Context: an optimization exercise on an open-source flow, tuned for small area, a short achievable clock period and few clock cycles. The choices shown serve that exercise and are no tape-out recipe. Where RTL was checked, it was by simulation tests only, not by an equivalence proof against the original. Power and IR drop assume default switching activity.

== job 7008 ==
// ppc_relocation_patcher_top
module ppc_relocation_patcher_top (
	input  logic            clk,
	input  logic            arst_n,
	input  logic            push,
	output logic            full,
	input  logic [168:0]    req,
	output logic            empty,
	input  logic            pop,
	output logic [69:0]     res,
	input  logic            cfg_valid,
	output logic            cfg_ready,
	input  logic [1:0]      cfg_index,
	input  logic [31:0]     cfg_data
);
==> module ppcrp_classify, before the edit <==
module ppcrp_classify (
	input  ppcrp_pkg::slot_t slot,
	input  logic [15:0]      small_base,
	output ppcrp_pkg::cmd_t  cmd
);
	logic        far;
	logic        far_rel;
	logic        far_abs;
	logic [31:0] d;
	logic [31:0] nb;
	logic [31:0] x;
	logic [31:0] o;
	logic [31:0] n;
	logic [32:0] dc;
	logic [15:0] hw;
	logic [15:0] sda;
	logic [15:0] ha;
	logic [31:0] mask;
	logic [31:0] oldw;
	logic [31:0] keep;
	logic [31:0] near_data;
	logic [31:0] other_data;
	logic        c15;
	logic        c25;
	logic        z14;
	logic        o14;
	logic        z24;
	logic        o24;
	logic        in14;
	logic        in24;
	always_comb begin
		nb   = ~slot.p;
		dc   = ppcrp_pkg::sk_carry(slot.sa, nb, 1'b1);
		d    = slot.sa ^ nb ^ dc[31:0];
		x    = slot.sa ^ nb;
		o    = slot.sa | nb;
		n    = slot.sa & nb;
		c15  = dc[15];
		c25  = dc[25];
		z14  = &(x[31:16] ~^ o[30:15]);
		o14  = &(x[31:16] ^ n[30:15]);
		z24  = &(x[31:26] ~^ o[30:25]);
		o24  = &(x[31:26] ^ n[30:25]);
		in14 = (x[15] ^ c15) ? o14 : z14;
		in24 = (x[25] ^ c25) ? o24 : z24;
		far_rel = slot.is14 ? !in14 : !in24;
		far_abs = slot.is14 ? (|slot.sa[31:16]) : (|slot.sa[31:26]);
		far     = slot.rel ? far_rel : far_abs;
		sda  = slot.sa[15:0] - small_base;
		ha   = slot.sa[31:16] + {15'd0, slot.sa[15]};
		mask = slot.is14 ? ppcrp_pkg::MASK14 : ppcrp_pkg::MASK24;
		oldw = {slot.old[17:2], 14'd0, slot.old[1:0]};
		keep = oldw & ~mask;
		case (slot.hsel)
			2'd0:    hw = slot.sa[15:0];
			2'd1:    hw = slot.sa[31:16];
			2'd2:    hw = ha;
			default: hw = sda;
		endcase
		near_data = keep | ((slot.rel ? d : slot.sa) & mask);
		if (slot.a32) begin
			other_data = slot.sa;
		end else if (slot.r32) begin
			other_data = d;
		end else if (slot.half) begin
			other_data = {16'd0, hw};
		end else begin
			other_data = near_data;
		end
		cmd.far    = 1'b0;
		cmd.rel    = slot.rel;
		cmd.is14   = slot.is14;
		cmd.add    = slot.add;
		cmd.status = ppcrp_pkg::ST_OK;
		cmd.size   = ppcrp_pkg::SZ_NONE;
		cmd.addr   = slot.p;
		cmd.target = slot.sa;
		cmd.data   = other_data;
		if (!(slot.a32 || slot.r32 || slot.half || slot.br || slot.none)) begin
			cmd.status = ppcrp_pkg::ST_UNSUP;
		end else if (slot.sizing) begin
			if (slot.br) begin
				cmd.status = slot.base0 ? ppcrp_pkg::ST_CACHE
				           : far ? ppcrp_pkg::ST_ADD : ppcrp_pkg::ST_OK;
			end
		end else if (slot.a32 || slot.r32 || (slot.br && !far)) begin
			cmd.size = ppcrp_pkg::SZ_WORD;
		end else if (slot.half) begin
			cmd.size = ppcrp_pkg::SZ_HALF;
		end else if (slot.br) begin
			cmd.far  = 1'b1;
			cmd.size = ppcrp_pkg::SZ_WORD;
		end
	end
endmodule
==> module ppcrp_queue, before the edit <==
module ppcrp_queue (
	input  logic            clk,
	input  logic            arst_n,
	input  logic            push,
	output logic            full,
	input  ppcrp_pkg::cmd_t wdata,
	input  logic [31:0]     tnext,
	input  logic            room,
	input  logic            pop,
	output logic            empty,
	output ppcrp_pkg::cmd_t head,
	output logic [3:0]      vword,
	output logic            vany,
	output logic            noroom,
	output logic            normal,
	output logic            wr,
	output logic            ven_pop
);
	logic            valid_q;
	logic [3:0]      v_q;       
	logic            vany_q;    
	logic            nor_q;     
	logic            norm_q;    
	logic            wr_q;      
	ppcrp_pkg::cmd_t cmd_q;
	logic            last_pop;
	logic            accept;
	logic            ven_load;
	logic            fix_q;
	logic [31:0]     mask;
	logic [63:0]     f1;
	logic [31:0]     f;
	logic [31:0]     fixed;
	assign empty    = !valid_q;
	assign last_pop = valid_q && !vany_q && pop;
	assign ven_pop  = valid_q && vany_q && pop;
	assign full     = valid_q && !last_pop;
	assign accept   = push && !full;
	assign head     = cmd_q;
	assign vword    = v_q;
	assign vany     = vany_q;
	assign noroom   = nor_q;
	assign normal   = norm_q;
	assign wr       = wr_q;
	assign ven_load = wdata.far && room;
	always_comb begin
		mask  = cmd_q.is14 ? ppcrp_pkg::MASK14 : ppcrp_pkg::MASK24;
		f1    = ppcrp_pkg::csa(tnext, {6'd0, cmd_q.add},
		                       cmd_q.rel ? ~cmd_q.addr : 32'd0, cmd_q.rel);
		f     = ppcrp_pkg::sk_add(f1[63:32], f1[31:0], 1'b0);
		fixed = (cmd_q.data & ~mask) | (f & mask);
	end
	always_ff @(posedge clk or negedge arst_n) begin
		if (!arst_n) begin
			valid_q <= 1'b0;
			v_q     <= 4'd0;
			vany_q  <= 1'b0;
			nor_q   <= 1'b0;
			norm_q  <= 1'b0;
			wr_q    <= 1'b0;
			fix_q   <= 1'b0;
		end else begin
			fix_q <= accept && ven_load;
			if (accept) begin
				valid_q <= 1'b1;
				v_q     <= {3'd0, ven_load};
				vany_q  <= ven_load;
				nor_q   <= wdata.far && !room;
				norm_q  <= !wdata.far;
				wr_q    <= !wdata.far && (wdata.size != ppcrp_pkg::SZ_NONE);
			end else if (last_pop) begin
				valid_q <= 1'b0;
			end else if (ven_pop) begin
				v_q    <= {v_q[2:0], 1'b0};
				if (v_q[3]) begin
					vany_q <= 1'b0;
					norm_q <= 1'b1;
					wr_q   <= 1'b1;
				end
			end
		end
	end
	always_ff @(posedge clk) begin
		if (accept) begin
			cmd_q <= wdata;
		end
		if (accept || fix_q) begin
			cmd_q.data <= fix_q ? fixed : wdata.data;
		end
	end
endmodule
export LEC_CHECK = 0
export CAP_MARGIN = 20
export CORE_MARGIN = 2
export CORE_UTILIZATION = 40
export SETUP_SLACK_MARGIN = 2.0
export SLEW_MARGIN = 20
create_clock -name core_clock -period 6.0 [get_ports {clk}]
standard.sh (not shown) runs the stock make flow with config.mk's settings and CLKGATE_MAP_FILE= SYNTH_SCRIPT=/design/flow/synth_recipe.tcl, a recipe that flattens the netlist after the stock synthesis.
==> flow/flow/run.sh <==
#!/bin/bash
# Standard layout with smaller port buffers. Each ORFS step keeps its own
# log under orfs/logs; make's output goes to flow.log.
set -o pipefail
bash standard.sh \
	BUFFER_PORTS_ARGS="-buffer_cell sky130_fd_sc_hd__buf_2" \
	finish > flow.log 2>&1
Having completed the whole flow, job 7008 delivered a layout that passed the timing, design-rule and antenna checks.
### job 7008 -> job 541
-- flow/design.v --
<<< job 7008, line 173
	logic        far_abs;
	logic [31:0] d;
	logic [31:0] nb;
	logic [31:0] x;
>>> job 541, line 173
	logic        far_abs;
	logic [31:0] d;
	logic [31:0] adj;
	logic [31:0] nb;
	logic [31:0] x;
<<< job 7008, line 212
		far_abs = slot.is14 ? (|slot.sa[31:16]) : (|slot.sa[31:26]);
		far     = slot.rel ? far_rel : far_abs;
		sda  = slot.sa[15:0] - small_base;
		ha   = slot.sa[31:16] + {15'd0, slot.sa[15]};
>>> job 541, line 213
		far_abs = slot.is14 ? (|slot.sa[31:16]) : (|slot.sa[31:26]);
		far     = slot.rel ? far_rel : far_abs;
		adj     = ppcrp_pkg::sk_add({6'd0, slot.add}, slot.rel ? nb : 32'd0, slot.rel);
		sda  = slot.sa[15:0] - small_base;
		ha   = slot.sa[31:16] + {15'd0, slot.sa[15]};
<<< job 7008, line 236
		cmd.rel    = slot.rel;
		cmd.is14   = slot.is14;
		cmd.add    = slot.add;
		cmd.status = ppcrp_pkg::ST_OK;
		cmd.size   = ppcrp_pkg::SZ_NONE;
>>> job 541, line 238
		cmd.rel    = slot.rel;
		cmd.is14   = slot.is14;
		cmd.add    = adj[25:0];
		cmd.status = ppcrp_pkg::ST_OK;
		cmd.size   = ppcrp_pkg::SZ_NONE;
<<< job 7008, line 289
	logic            fix_q;
	logic [31:0]     mask;
	logic [63:0]     f1;
	logic [31:0]     f;
	logic [31:0]     fixed;
>>> job 541, line 291
	logic            fix_q;
	logic [31:0]     mask;
	logic [31:0]     f;
	logic [31:0]     fixed;
<<< job 7008, line 306
	always_comb begin
		mask  = cmd_q.is14 ? ppcrp_pkg::MASK14 : ppcrp_pkg::MASK24;
		f1    = ppcrp_pkg::csa(tnext, {6'd0, cmd_q.add},
		                       cmd_q.rel ? ~cmd_q.addr : 32'd0, cmd_q.rel);
		f     = ppcrp_pkg::sk_add(f1[63:32], f1[31:0], 1'b0);
		fixed = (cmd_q.data & ~mask) | (f & mask);
	end
>>> job 541, line 307
	always_comb begin
		mask  = cmd_q.is14 ? ppcrp_pkg::MASK14 : ppcrp_pkg::MASK24;
		f     = ppcrp_pkg::sk_add(tnext, {6'd0, cmd_q.add}, 1'b0);
		fixed = (cmd_q.data & ~mask) | (f & mask);
	end
==> results.txt <==
Summary of the comparison: layout buffering overhead excluding clock cells is higher in job 541, relative to job 7008. Topmost layer with routed signal wires = met4: job 541; topmost layer with routed signal wires = met5: job 7008. Looking at first-iteration DRC count, job 541 sits 207 lower than job 7008 does. Post-detailed-placement cell area delta for job 541 relative to job 7008: about 2.1% higher. Diff job 7008 -> job 541: fraction of power consumed by the clock network decreased 0.3 points; overall routing resource usage decreased 0.50 points. Job 541 vs. job 7008: wire length of the first global-routing pass went up by about 2.2%. [compare] base=job 7008 new=job 541: HPWL reported at the end of detailed placement rose about 2.5%, upper clock frequency limit decreased about 1.4%. Flip-flop and latch count of job 541 is on par with job 7008. On placer congestion estimate, the higher figure sits with job 541, not job 7008.
Testbench counts of job 541, summed over its fixed seeds: cycles 24,672.
No functional check of the RTL was part of job 7008.

==> re-timing with driven ports <==
No port has a modelled driver above. Below, the same layouts with a new extraction and two added sets of constraints.
Step 1 (the two cells are an assumption about what drives the block):
set clk [get_ports {clk}]
set_driving_cell -lib_cell sky130_fd_sc_hd__clkbuf_16 $clk
set_driving_cell -lib_cell sky130_fd_sc_hd__buf_2 [delete_from_list [all_inputs] $clk]
Step 2 moves the port delays by t, midway between the first and last clock arrival at a register: inputs arrive t later, outputs are due t later. That takes back most of the time a late clock gives input paths.
Three values: no drivers, after step 1, after step 2; two values: the first two.
run	t, ns	setup WS [ns]	clock arrival spread, ns	worst register clock-pin slew, ns
job 7008	0.633	2.135 / 2.077 / 1.680	0.026 / 0.026	0.07 / 0.07
job 541	0.623	2.081 / 2.081 / 1.782	0.036 / 0.036	0.06 / 0.06
After both steps every run listed still meets setup and hold. For job 7008, which loses most, drivers alone change the setup slack by -0.058 ns; drivers and shift together by -0.455 ns.
